This is an optimization exercise on Yosys and OpenROAD, whose aim is small area, a short achievable clock period and few clock cycles per item, not a production implementation. At most, simulation tests tie the RTL to the original design; equivalence was not proved. Power is estimated from default activity; no workload was simulated.

## pvrtc_quad_decoder_unit
module pvrtc_quad_decoder_unit #(
    parameter int unsigned MAX_WORDS_LOG2 = 10
) (
    input  wire logic         i_clk,
    input  wire logic         i_rst_n,
    input  wire logic         i_valid,
    input  wire logic [275:0] i_in_word,
    output logic              o_stall,
    output logic              o_valid,
    output logic [57:0]       o_out_word,
    input  wire logic         i_stall,
    input  wire logic         i_cfg_valid,
    output logic              o_cfg_ready,
    input  wire logic [1:0]   i_cfg_index,
    input  wire logic [3:0]   i_cfg_data
);
    logic         r_two_bpp, r_flip;
    logic [3:0]   r_across_log2, r_down_log2;
    logic         adv, issue, out_empty;
    logic [127:0] cols;
    logic [19:0]  pos;
    logic [7:0]   codes;
    logic [3:0]   sel4, s2_sel;
    logic         punch, first, row0, last;
    logic [9:0]   quad_x, quad_y;
    logic         s2_valid, s2_punch, s2_first, s2_row0, s2_last, s3_valid;
    logic [38:0]  s2_va, s2_vb;
    assign o_cfg_ready = 1'b1;
    always_ff @(posedge i_clk) begin
        if (!i_rst_n) begin
            r_two_bpp     <= 1'b0;
            r_flip        <= 1'b0;
            r_across_log2 <= 4'd0;
            r_down_log2   <= 4'd0;
        end else if (i_cfg_valid && o_cfg_ready) begin
            case (i_cfg_index)
  ...
Size: about 3500 cells after synthesis, ~570 flip-flops, ~40000 µm² of cells after synthesis.
export LEC_CHECK = 0
export CAP_MARGIN = 20
export CORE_MARGIN = 2
export CORE_UTILIZATION = 40
export SLEW_MARGIN = 20
export BUFFER_PORTS_ARGS = -buffer_cell sky130_fd_sc_hd__buf_1
export CTS_BUF_LIST = sky130_fd_sc_hd__clkbuf_16
export CTS_CLUSTER_SIZE = 25
export CTS_CLUSTER_DIAMETER = 80
export SETUP_SLACK_MARGIN = 6.5
create_clock -name core_clock -period 10.0 [get_ports {i_clk}]
standard.sh (not shown) runs the stock make flow with config.mk's settings and CLKGATE_MAP_FILE= SYNTH_SCRIPT=/design/flow/synth_recipe.tcl, a recipe that flattens the netlist after the stock synthesis.
==> flow/flow/run.sh <==
#!/bin/bash
# The standard layout (standard.sh) with three changes to how it is made:
# plain buf_1 cells as the port buffers (buffer_ports otherwise picks delay
# cells); a clock tree of clkbuf_16 in clusters of up to 25 sinks within
# 80 um; and a setup margin for the resizer's timing repair so that it works
# the register-to-register paths below the 10 ns clock.
set -euo pipefail
{
  echo 'export BUFFER_PORTS_ARGS = -buffer_cell sky130_fd_sc_hd__buf_1'
  echo 'export CTS_BUF_LIST = sky130_fd_sc_hd__clkbuf_16'
  echo 'export CTS_CLUSTER_SIZE = 25'
  echo 'export CTS_CLUSTER_DIAMETER = 80'
  echo 'export SETUP_SLACK_MARGIN = 6.5'
} >> config.mk
bash standard.sh > standard.log 2>&1
The starting point produced a clean layout.
Testbench counts at the start, summed over its fixed seeds: cycles 38,528, pixels 36,864.
Rerun with:
--- a/flow/design.v
+++ b/flow/design.v
@@ -39,14 +39,17 @@
             2'd0:    res = 4'd0;
             2'd1:    res = 4'd4;
             2'd2:    res = 4'd14;
             default: res = 4'd8;
         endcase
         f_punch = res;
     endfunction
+    function automatic logic f_last(input logic [4:0] p);
+        f_last = (p[4:1] == 4'hf) & (p[0] | ~i_two_bpp);
+    endfunction
     function automatic logic [1:0] f_code2(input logic [127:0] mods,
                                            input logic [127:0] cols,
                                            input logic [2:0] r,
                                            input logic [3:0] c);
         logic [1:0]  w;
         logic [31:0] b;
         logic [31:0] t;
@@ -68,17 +71,16 @@
             end
         end else begin
             res = b[bi] ? 2'd3 : 2'd0;
         end
         f_code2 = res;
     endfunction
     localparam logic [127:0] MOD_USED = 128'h001f1f3f00f0fcf91f3f0f01fcf8f001;
-    localparam int NPOS = 3;
-    logic            r_busy, n_busy, r_stall, r_take, n_out_valid;
-    logic [4:0]      n_pos0;
+    localparam int NPOS = 7;
+    logic            r_busy, n_busy, r_stall, r_take, n_stall, k_adv, k_hold;
     logic [4:0]      r_pos [NPOS];
     logic [2:0]      r_xe, xa, xb;
     logic [1:0]      r_y, ya, yb, x4, y4;
     logic [275:0]    r_quad;
     logic            two, last_pix, issue, accept;
     logic [127:0]    mods, cols;
     logic [1:0]      q_c [32];
@@ -105,20 +107,20 @@
         if (accept) begin
             n_busy = 1'b1;
         end else if (issue && last_pix) begin
             n_busy = 1'b0;
         end
     end
     assign {r_y, r_xe} = r_pos[0];
-    assign xa = r_pos[0][2:0];
-    assign ya = r_pos[0][4:3];
-    assign xb = r_pos[0][2:0];
-    assign yb = r_pos[0][4:3];
-    assign x4 = r_pos[0][2:1];
-    assign y4 = r_pos[0][4:3];
+    assign xa = r_pos[1][2:0];
+    assign ya = r_pos[1][4:3];
+    assign xb = r_pos[2][2:0];
+    assign yb = r_pos[2][4:3];
+    assign x4 = r_pos[2][2:1];
+    assign y4 = r_pos[2][4:3];
     assign mods = {r_quad[83:52],  r_quad[147:116], r_quad[211:180], r_quad[275:244]}
                 & MOD_USED;
     assign cols = {r_quad[51:20],  r_quad[115:84],  r_quad[179:148], r_quad[243:212]};
     always_comb begin
         for (int p = 0; p < 32; p++) begin
             q_c[p] = f_code2(mods, cols, 3'(p / 8 + 2), 4'(p % 8 + 4));
         end
@@ -154,15 +156,15 @@
                          + ((p % 4 + 2) % 4) * 2 +: 2];
         end
         code4 = q4[{y4, x4}];
         pv4   = cols[{y4[1], x4[1], 5'd0}] ? f_punch(code4) : f_rep(code4);
     end
     always_comb begin
         o_cols = cols;
-        o_pos  = {r_pos[2], r_pos[2], r_pos[1], r_pos[1]};
+        o_pos  = {r_pos[6], r_pos[5], r_pos[4], r_pos[3]};
         if (pv4 > 4'd10) begin
             m4      = pv4 - 4'd10;
             o_punch = ~two;
         end else begin
             m4      = pv4;
             o_punch = 1'b0;
         end
@@ -170,25 +172,28 @@
         o_sel4   = {m4[3], m4[3] | m4[2], m4[3] | m4[1], m4[3] | m4[0]};
         o_first  = (r_xe == 3'd0) & (r_y == 2'd0);
         o_row0   = (r_xe == 3'd0);
         o_last   = last_pix;
         o_quad_x = r_quad[19:10];
         o_quad_y = r_quad[9:0];
     end
-    assign n_pos0      = r_take ? 5'd0 : (issue ? r_pos[0] + (two ? 5'd1 : 5'd2) : r_pos[0]);
-    assign n_out_valid = i_adv ? i_s3_valid : i_out_valid;
+    assign k_adv  = ~r_take & (r_busy ? f_last(r_pos[0] + (two ? 5'd1 : 5'd2)) : f_last(r_pos[0]))
+                  & ~i_s3_valid;
+    assign k_hold = ~r_take & f_last(r_pos[0]) & ~i_out_valid;
+    assign n_stall = i_adv ? (((i_valid & r_take) | (r_busy & ~last_pix)) & ~k_adv)
+                           : (((i_valid & r_take) | r_busy) & ~k_hold);
     always_ff @(posedge i_clk) begin
         if (!i_rst_n) begin
             r_busy  <= 1'b0;
             r_stall <= 1'b0;
             r_take  <= 1'b1;
         end else begin
             r_busy  <= n_busy;
-            r_stall <= n_busy & ~((n_pos0[4:1] == 4'hf) & (n_pos0[0] | ~two) & ~n_out_valid);
-            r_take  <= ~n_busy | ((n_pos0[4:1] == 4'hf) & (n_pos0[0] | ~two) & ~n_out_valid);
+            r_stall <= n_stall;
+            r_take  <= ~n_stall;
         end
     end
     always_ff @(posedge i_clk) begin
         for (int k = 0; k < NPOS; k++) begin
             if (!i_rst_n || r_take) begin
                 r_pos[k] <= 5'd0;
             end else if (issue) begin
The new run completed without violations. Hold slack gains 0.021 ns. Clock power is about the same. Power shrinks by 3.3%. Sequential power grows by about 3%. Clock-buffer cell count grows by 2. Die area grows by 3.7%. Worst setup slack gains 0.013 ns. Combinational power shrinks by about 6%. Via count grows by about 4.7%. Final area grows by 2.3%. Fmax grows by about 0.37%.
For the second run of this note, only the layout was checked, not whether the RTL still works.

## afterwards: timing with drivers on the ports
Ports are ideal in the flow. The routed layouts listed here were re-timed in OpenROAD. Step 1: set_driving_cell puts a clkbuf_16 on i_clk and a buf_2 on each other input, an assumption about the parent block. Step 2 adds t to the input delays and takes it off the output delays; t is the mean of the earliest and latest rising clock arrival at the registers after step 1. Input paths then give back, and output paths get back, about the clock's delay inside the block. Slacks: ideal / step 1 / step 2; pairs: ideal / step 1.
run	shift t [ns]	slack for setup (ns)	worst setup path at the end
the first run	0.667	6.459 / 6.459 / 6.153	input to register
the second run	0.675	6.472 / 6.472 / 6.045	input to register
After both steps setup and hold are still met in every run listed. The setup slack of the second run, which loses most, moves by 0.000 ns with the drivers and by -0.427 ns with both steps.
